Background: an optimization exercise with open tools, aiming at small area, a short achievable clock period and few clock cycles. Do not read the settings as production practice. At most, simulation tests tie the RTL to the original design; equivalence was not proved. Power is estimated from default activity; no workload was simulated.

==> inputs of v8 <==
==> flow/design.v <==
module icache_ctrl #(
  parameter int unsigned LINES       = 16,
  parameter int unsigned MEM_LATENCY = 1
) (
  input  logic         clk,
  input  logic         reset,
  input  logic         pc_valid,
  input  logic [31:0]  pc,
  input  logic         flush,
  output logic [31:0]  inst,
  output logic         inst_valid,
  output logic         stall,
  output logic [31:0]  mem_address,
  input  logic [127:0] mem_dataline,
  output logic [31:0]  hit_count,
  output logic [31:0]  miss_count
);
  localparam int unsigned IDX   = $clog2(LINES);
  localparam int unsigned TAG_W = 28 - IDX;
  logic [27:0]        buf_line_q;     
  logic               buf_ok_q;       
  logic [27:0]        buf_line_inc;
  logic               buf_hit;
  logic               next_line;
  logic               req;
  logic [31:0]        hit_count_q;
  logic [31:0]        miss_count_q;
  logic [LINES-1:0]   valid_q;
  logic [TAG_W-1:0]   tag_q [LINES];
  logic [IDX-1:0]     req_idx;
  logic [TAG_W-1:0]   req_tag;
  logic               tag_miss;
  logic               new_miss;
  assign req       = pc_valid && !flush && !reset;
  assign buf_hit   = buf_ok_q && (pc[31:4] == buf_line_q);
  assign next_line = buf_ok_q && (pc[3:2] == 2'd3) && (pc[7:4] == buf_line_q[3:0]);
  always_comb begin
    for (int i = 0; i < 28; i++)
      buf_line_inc[i] = buf_line_q[i] ^ (&(buf_line_q | ~((28'd1 << i) - 28'd1)));
  end
  assign inst_valid  = req && buf_hit;
  assign stall       = pc_valid && !reset && (flush || !buf_hit);
  assign mem_address = {next_line ? buf_line_inc : pc[31:4], 4'b0000};
  assign req_idx  = pc[3+IDX:4];
  assign req_tag  = pc[31:4+IDX];
  assign tag_miss = !(valid_q[req_idx] && (tag_q[req_idx] == req_tag));
  assign new_miss = req && tag_miss;
  assign hit_count   = hit_count_q;
  assign miss_count  = miss_count_q;
  always_comb begin
    case (pc[3:2])
      2'd0:    inst = mem_dataline[127:96];
      2'd1:    inst = mem_dataline[95:64];
      2'd2:    inst = mem_dataline[63:32];
      default: inst = mem_dataline[31:0];
    endcase
  end
  always_ff @(posedge clk or posedge reset) begin
    if (reset) begin
      buf_ok_q     <= 1'b0;
      hit_count_q  <= 32'h0;
      miss_count_q <= 32'h0;
      valid_q      <= '0;
    end else begin
      buf_ok_q  <= !flush;
      if (inst_valid && hit_count_q != 32'hFFFF_FFFF)
        hit_count_q <= hit_count_q + 32'd1;
      if (new_miss && miss_count_q != 32'hFFFF_FFFF)
        miss_count_q <= miss_count_q + 32'd1;
      if (flush)
        valid_q <= '0;
      else if (new_miss)
        valid_q[req_idx] <= 1'b1;
    end
  end
  always_ff @(posedge clk) begin
    buf_line_q <= mem_address[31:4];
    if (new_miss)
      tag_q[req_idx] <= req_tag;
  end
endmodule
==> flow/flow/run.sh <==
#!/bin/bash
# Own layout flow: the standard synthesis unchanged, then the standard ORFS
# layout with sizing not tied to cell footprints and minimum-size port buffers.
set -euo pipefail
cd "$(dirname "$0")/.."
bash standard.sh synth > synth.log 2>&1
bash standard.sh \
  MATCH_CELL_FOOTPRINT=0 \
  "BUFFER_PORTS_ARGS=-buffer_cell sky130_fd_sc_hd__buf_1" \
  finish > layout.log 2>&1
==> flow/standard.sh <==
#!/bin/bash
# synth_recipe.tcl (not shown) runs the flow's synth.tcl, then flattens the netlist and writes it again
# the make line also repeats each setting of config.mk as NAME=value (left out here)
make -C /OpenROAD-flow-scripts/flow DESIGN_CONFIG=/design/flow/config.mk WORK_HOME=/design/flow/orfs CLKGATE_MAP_FILE= SYNTH_SCRIPT=/design/flow/synth_recipe.tcl "${@:-finish}"
==> flow/config.mk <==
export PLATFORM = sky130hd
export DESIGN_NAME = icache_ctrl
export DESIGN_NICKNAME = icache_ctrl
export VERILOG_FILES = /design/flow/design.v
export SDC_FILE = /design/flow/constraint.sdc
export NUM_CORES = 4
export LEC_CHECK = 0
export CAP_MARGIN = 20
export CORE_MARGIN = 2
export CORE_UTILIZATION = 40
export SETUP_SLACK_MARGIN = 2.0
export SLEW_MARGIN = 20
==> flow/constraint.sdc <==
create_clock -name core_clock -period 6.0 [get_ports {clk}]
set_input_delay 1.2000 -clock core_clock [delete_from_list [all_inputs] [get_ports {clk}]]
set_output_delay 1.2000 -clock core_clock [all_outputs]
set_load 0.01 [all_outputs]
==> inputs of v15, as changes to v8 <==
==> flow/run.sh (new file) <==
#!/bin/bash
# synth_recipe.tcl (not shown) runs the flow's synth.tcl, then flattens the netlist and writes it again
# the make line also repeats each setting of config.mk as NAME=value (left out here)
make -C /OpenROAD-flow-scripts/flow DESIGN_CONFIG=/design/flow/config.mk WORK_HOME=/design/flow/orfs CLKGATE_MAP_FILE= SYNTH_SCRIPT=/design/flow/synth_recipe.tcl finish
CORE_UTILIZATION = 65   (was 40)
removed: flow/flow/run.sh
removed: flow/standard.sh
==> qor summary <==
                                                                                    v8                            v15
Outcome                                               no timing/DRC/antenna violations     complete, but fails checks
Layout check failures                                                                -  capacitance limit, slew limit
Buffers and inverters on the worst path                                              7                              4
Worst setup path end                                            tag_q[0][14]$_DFFE_PP_         tag_q[15][6]$_DFFE_PP_
Power in combinational cells                                                0.000798 W                     0.000943 W
Area of all placed cells without fillers                                   28,400 um^2                    29,400 um^2
Clock net power                                                              0.00310 W                      0.00311 W
Proportion of power drawn by the clock network                                   40.4%                          39.7%
Time the final worst path needs with I/O delays and setup                      4240 ps                        4640 ps
Overall die width                                                               238 um                         188 um
Logic depth of the worst path, buffers included                                     16                             13
Met2 track utilization from global routing                                       36.8%                          70.2%
Register-to-register path setup slack                                          2350 ps                        2080 ps
Layout clock buffer count                                                           65                             66
Hold Startpoint                                            miss_count_q[7]$_DFFE_PP0P_    hit_count_q[25]$_DFFE_PP0P_
Testbench counts of v8, summed over its fixed seeds: cycles 36,683.
Testbench counts of v15, summed over its fixed seeds: cycles 36,683.

---

==> inputs of run B <==
Starts from the design.v that is shown in full above.
clock: 6.0 ns
lec_check: 0
cap_margin: 20
core_margin: 2
core_utilization: 40
setup_slack_margin: 2.0
slew_margin: 20
run.sh (not shown) runs the stock make flow with config.mk's settings and CLKGATE_MAP_FILE= SYNTH_SCRIPT=/design/flow/synth_recipe.tcl, a recipe that flattens the netlist after the stock synthesis.
==> run Y: changes against run B <==
==> flow/design.v, changed modules only <==
module icache_ctrl #(
  parameter int unsigned LINES       = 16,
  parameter int unsigned MEM_LATENCY = 1
) (
  input  logic         clk,
  input  logic         reset,
  input  logic         pc_valid,
  input  logic [31:0]  pc,
  input  logic         flush,
  output logic [31:0]  inst,
  output logic         inst_valid,
  output logic         stall,
  output logic [31:0]  mem_address,
  input  logic [127:0] mem_dataline,
  output logic [31:0]  hit_count,
  output logic [31:0]  miss_count
);
  localparam int unsigned IDX   = $clog2(LINES);
  localparam int unsigned TAG_W = 28 - IDX;
  logic [27:0]        buf_line_q;     
  logic               buf_ok_q;       
  logic               pending_q;      
  logic [27:0]        buf_line_inc;
  logic               buf_hit;
  logic               next_line;
  logic               req;
  logic [31:0]        hit_count_q;
  logic [31:0]        miss_count_q;
  logic [LINES-1:0]   valid_q;
  logic [TAG_W-1:0]   tag_q [LINES];
  logic [IDX-1:0]     buf_idx;
  logic [TAG_W-1:0]   buf_tag;
  logic               buf_present;
  logic               lookup;
  logic               new_miss;
  assign req          = pc_valid && !flush && !reset;
  assign buf_hit      = buf_ok_q && (pc[31:4] == buf_line_q);
  assign buf_line_inc = buf_line_q + 28'd1;
  assign next_line    = buf_hit && (pc[3:2] == 2'd3);
  assign inst_valid  = req && buf_hit;
  assign stall       = pc_valid && !reset && (flush || !buf_hit);
  assign mem_address = {next_line ? buf_line_inc : pc[31:4], 4'b0000};
  assign buf_idx     = buf_line_q[IDX-1:0];
  assign buf_tag     = buf_line_q[27:IDX];
  assign buf_present = valid_q[buf_idx] && (tag_q[buf_idx] == buf_tag);
  assign lookup      = pending_q || inst_valid;
  assign new_miss    = lookup && !buf_present;
  assign hit_count   = hit_count_q;
  assign miss_count  = miss_count_q;
  always_comb begin
    case (pc[3:2])
      2'd0:    inst = mem_dataline[127:96];
      2'd1:    inst = mem_dataline[95:64];
      2'd2:    inst = mem_dataline[63:32];
      default: inst = mem_dataline[31:0];
    endcase
  end
  always_ff @(posedge clk or posedge reset) begin
    if (reset) begin
      buf_ok_q     <= 1'b0;
      pending_q    <= 1'b0;
      hit_count_q  <= 32'h0;
      miss_count_q <= 32'h0;
      valid_q      <= '0;
    end else begin
      buf_ok_q  <= !flush;
      pending_q <= req && !buf_hit;
      if (inst_valid && hit_count_q != 32'hFFFF_FFFF)
        hit_count_q <= hit_count_q + 32'd1;
      if (new_miss && miss_count_q != 32'hFFFF_FFFF)
        miss_count_q <= miss_count_q + 32'd1;
      if (flush)
        valid_q <= '0;
      else if (new_miss)
        valid_q[buf_idx] <= 1'b1;
    end
  end
  always_ff @(posedge clk) begin
    buf_line_q <= mem_address[31:4];
    if (new_miss)
      tag_q[buf_idx] <= buf_tag;
  end
endmodule
--- a/flow/config.mk
+++ b/flow/config.mk
@@ -9,4 +9,5 @@
 export CORE_MARGIN = 2
 export CORE_UTILIZATION = 40
-export SETUP_SLACK_MARGIN = 2.0
+export SETUP_SLACK_MARGIN = 3.0
 export SLEW_MARGIN = 20
+export TNS_END_PERCENT = 5
==> run G: changes against run B <==
==> flow/design.v, changed modules only <==
module icache_ctrl #(
  parameter int unsigned LINES       = 16,
  parameter int unsigned MEM_LATENCY = 1
) (
  input  logic         clk,
  input  logic         reset,
  input  logic         pc_valid,
  input  logic [31:0]  pc,
  input  logic         flush,
  output logic [31:0]  inst,
  output logic         inst_valid,
  output logic         stall,
  output logic [31:0]  mem_address,
  input  logic [127:0] mem_dataline,
  output logic [31:0]  hit_count,
  output logic [31:0]  miss_count
);
  localparam int unsigned IDX   = $clog2(LINES);
  localparam int unsigned TAG_W = 28 - IDX;
  logic [27:0]        buf_line_q;     
  logic               buf_ok_q;       
  logic               cont_q;         
  logic               first_q;        
  logic               idx_eq_q;       
  logic               tag_miss_q;     
  logic [27:0]        carry;          
  logic [6:0]         line_ne;
  logic               buf_hit;
  logic               idx_eq;
  logic               next_lo;
  logic [3:0]         next_hi;
  logic               req;
  logic               start;
  logic [31:0]        hit_count_q;
  logic [31:0]        miss_count_q;
  logic [LINES-1:0]   valid_q;
  logic [TAG_W-1:0]   tag_q [LINES];
  logic [IDX-1:0]     buf_idx;
  logic [TAG_W-1:0]   buf_tag;
  logic [TAG_W-1:0]   slot_tag;
  logic               slot_valid;
  logic               buf_present;
  logic               pc_present;
  logic               new_miss;
  logic               fill;
  assign req     = pc_valid && !flush && !reset;
  assign start   = req && !cont_q;
  for (genvar g = 0; g < 7; g++) begin : g_line_ne
    icache_ctrl_ne4 u_ne (.a(pc[4+4*g +: 4]), .b(buf_line_q[4*g +: 4]), .ne(line_ne[g]));
  end
  assign buf_hit = buf_ok_q && !(|line_ne);
  assign inst_valid = req && buf_hit;
  assign stall      = pc_valid && !reset && (flush || !buf_hit);
  icache_ctrl_carry u_carry (.line(buf_line_q), .carry(carry));
  assign idx_eq  = (pc[3+IDX:4] == buf_line_q[IDX-1:0]);
  assign next_lo = buf_ok_q && (pc[3:2] == 2'd3) && idx_eq;
  for (genvar g = 0; g < 4; g++) begin : g_next_hi
    icache_ctrl_all_ones u_next_hi (.en(buf_ok_q), .bits(pc[3+IDX:2]), .all(next_hi[g]));
  end
  always_comb begin
    mem_address[3:0] = 4'b0000;
    for (int i = 0; i < 28; i++)
      mem_address[4+i] = pc[4+i] ^ ((i < IDX) ? (next_lo && carry[i]) : (next_hi[(i-IDX)/6] && carry[i]));
  end
  assign buf_idx     = buf_line_q[IDX-1:0];
  assign buf_tag     = buf_line_q[27:IDX];
  assign slot_tag    = tag_q[buf_idx];
  assign slot_valid  = valid_q[buf_idx];
  assign buf_present = slot_valid && (slot_tag == buf_tag);
  assign pc_present  = slot_valid && (slot_tag == pc[31:4+IDX]);
  assign new_miss = (start && buf_hit && !buf_present) ||
                    (first_q && (idx_eq_q ? tag_miss_q : !buf_present));
  assign fill = inst_valid && !buf_present;
  assign hit_count  = hit_count_q;
  assign miss_count = miss_count_q;
  always_comb begin
    case (pc[3:2])
      2'd0:    inst = mem_dataline[127:96];
      2'd1:    inst = mem_dataline[95:64];
      2'd2:    inst = mem_dataline[63:32];
      default: inst = mem_dataline[31:0];
    endcase
  end
  always_ff @(posedge clk or posedge reset) begin
    if (reset) begin
      buf_ok_q     <= 1'b0;
      cont_q       <= 1'b0;
      first_q      <= 1'b0;
      hit_count_q  <= 32'h0;
      miss_count_q <= 32'h0;
      valid_q      <= '0;
    end else begin
      buf_ok_q <= !flush;
      cont_q   <= req && !buf_hit;
      first_q  <= start && !buf_hit;
      if (inst_valid && hit_count_q != 32'hFFFF_FFFF)
        hit_count_q <= hit_count_q + 32'd1;
      if (new_miss && miss_count_q != 32'hFFFF_FFFF)
        miss_count_q <= miss_count_q + 32'd1;
      if (flush)
        valid_q <= '0;
      else if (fill)
        valid_q[buf_idx] <= 1'b1;
    end
  end
  always_ff @(posedge clk) begin
    buf_line_q <= mem_address[31:4];
    idx_eq_q   <= idx_eq;
    tag_miss_q <= !pc_present;
    if (fill)
      tag_q[buf_idx] <= buf_tag;
  end
endmodule
module icache_ctrl_carry (
  input  logic [27:0] line,
  output logic [27:0] carry
);
  always_comb begin
    carry[0] = 1'b1;
    for (int i = 1; i < 28; i++)
      carry[i] = carry[i-1] && line[i-1];
  end
endmodule
module icache_ctrl_all_ones (
  input  logic       en,
  input  logic [5:0] bits,
  output logic       all
);
  assign all = en && (&bits);
endmodule
module icache_ctrl_ne4 (
  input  logic [3:0] a,
  input  logic [3:0] b,
  output logic       ne
);
  assign ne = (a != b);
endmodule
==> flow/flow/run.sh (new file) <==
#!/bin/bash
# Own layout flow: the standard synthesis unchanged, then the standard ORFS
# layout with sizing not tied to cell footprints, minimum-size port buffers,
# and a clock tree of smaller buffers without dummy loads.
set -euo pipefail
cd "$(dirname "$0")/.."
bash standard.sh synth > synth.log 2>&1
bash standard.sh \
  MATCH_CELL_FOOTPRINT=0 \
  "BUFFER_PORTS_ARGS=-buffer_cell sky130_fd_sc_hd__buf_1" \
  "CTS_ARGS=-sink_clustering_enable -repair_clock_nets -dont_use_dummy_load -buf_list sky130_fd_sc_hd__clkbuf_16 -sink_clustering_size 22 -sink_clustering_max_diameter 80" \
  finish > layout.log 2>&1
==> flow/standard.sh (new file) <==
#!/bin/bash
# synth_recipe.tcl (not shown) runs the flow's synth.tcl, then flattens the netlist and writes it again
# the make line also repeats each setting of config.mk as NAME=value (left out here)
make -C /OpenROAD-flow-scripts/flow DESIGN_CONFIG=/design/flow/config.mk WORK_HOME=/design/flow/orfs CLKGATE_MAP_FILE= SYNTH_SCRIPT=/design/flow/synth_recipe.tcl "${@:-finish}"
--- a/flow/config.mk
+++ b/flow/config.mk
@@ -11,2 +11,3 @@
 export SETUP_SLACK_MARGIN = 2.0
 export SLEW_MARGIN = 20
+export SYNTH_HIERARCHICAL = 1
removed: flow/run.sh
==> impl_results.md <==
- Run status: no timing/DRC/antenna violations
- Die area: roughly 59,000 sq um
- Routability-driven placement congestion ratio: roughly 1
- Top cell family by delay on the critical path: simple AND/OR/NAND/NOR gates
- Max H-tree Level: 1
- R2r startpoint: buf_line_q[0]$_DFF_P_
- Final core utilization: about half
- Power density over the cells: roughly 240 nW/um^2
- Proportion of synthesized flip-flops having asynchronous set or reset: approximately 17%
-- figures above: run G

==> impl_results.md <==
- Run status: no timing/DRC/antenna violations
- Routability-driven placement congestion ratio: around 0.83
- Max H-tree Level: 2
- Proportion of synthesized flip-flops having asynchronous set or reset: 16.6%
- R2r startpoint: buf_line_q[11]$_DFF_P_
- Top cell family by delay on the critical path: buffers and inverters
- Die area: between 50,000 and 60,000 sq um
- Area of placed instances: approximately 26,000 sq um
- Max_cap viols: 0
- Top class by area: registers
- Final core utilization: about 53%
- Most frequent cell after synthesis: sky130_fd_sc_hd__edfxtp_1
- Hold worst-path end: hit_count_q[16]$_DFFE_PP0P_
- Power density over the cells: ~270 nW/um^2
- Worst setup path start: pc[22]
-- figures above: run Y

==> impl_results.md <==
- Run status: no timing/DRC/antenna violations
- Total routed wirelength: ~76 mm
- Category of the critical setup timing path: in -> reg
- Count of cells along the worst register-to-register path: 11
- Top class by area: registers
- Die area: 56,800 sq um
- Largest stage delay on the critical path: 0.51 ns
- Proportion of synthesized flip-flops having asynchronous set or reset: 16.4%
- Final core utilization: 56.5%
- Top cell family by delay on the critical path: multiplexers
- Period utilization: ~72%
- Power density over the cells: around 270 nW/um^2
- Number of buffer cells added on primary ports: roughly 290
- Routability-driven placement congestion ratio: between 0.8 and 0.9
- Routing usage on met1: roughly 37%
- R2r startpoint: tag_q[12][10]$_DFFE_PP_
-- figures above: run B

Testbench counts of run B, summed over its fixed seeds: cycles 36,683.
Only the layout flow was run in run Y and run G; the RTL was not checked for function there.

-- port drivers added, routing unchanged --
The flow's constraints put no driver on any port. The routed layouts listed below were extracted and timed again, unchanged, in two steps. Step 1 (the two cells are an assumption about what drives the block):
set clk [get_ports {clk}]
set_driving_cell -lib_cell sky130_fd_sc_hd__clkbuf_16 $clk
set_driving_cell -lib_cell sky130_fd_sc_hd__buf_2 [delete_from_list [all_inputs] $clk]
Step 2 moves the port delays by t, midway between the first and last clock arrival at a register: inputs arrive t later, outputs are due t later. That takes back most of the time a late clock gives input paths. a / b / c = no drivers / after step 1 / after step 2; a / b = the first two.
| run | shift t [ns] | setup WS [ns] | worst setup path after step 2 | worst register clock-pin slew, ns | pins driven straight from the clock port |
|---|---|---|---|---|---|
| v8 | 0.657 | 1.762 / 1.676 / 1.019 | input to register | 0.07 / 0.07 | 1 |
| v15 | 0.627 | 1.364 / 1.064 / 0.437 | input to register | 0.08 / 0.08 | 1 |
| run B | 0.659 | 1.697 / 1.633 / 0.974 | input to register | 0.07 / 0.07 | 1 |
| run Y | 0.649 | 1.217 / 1.184 / 0.594 | input to register | 0.07 / 0.07 | 1 |
| run G | 0.644 | 1.932 / 1.891 / 1.880 | input to register | 0.10 / 0.10 | 1 |
The setup slack of v15, which loses most, moves by -0.300 ns with the drivers and by -0.927 ns with both steps.
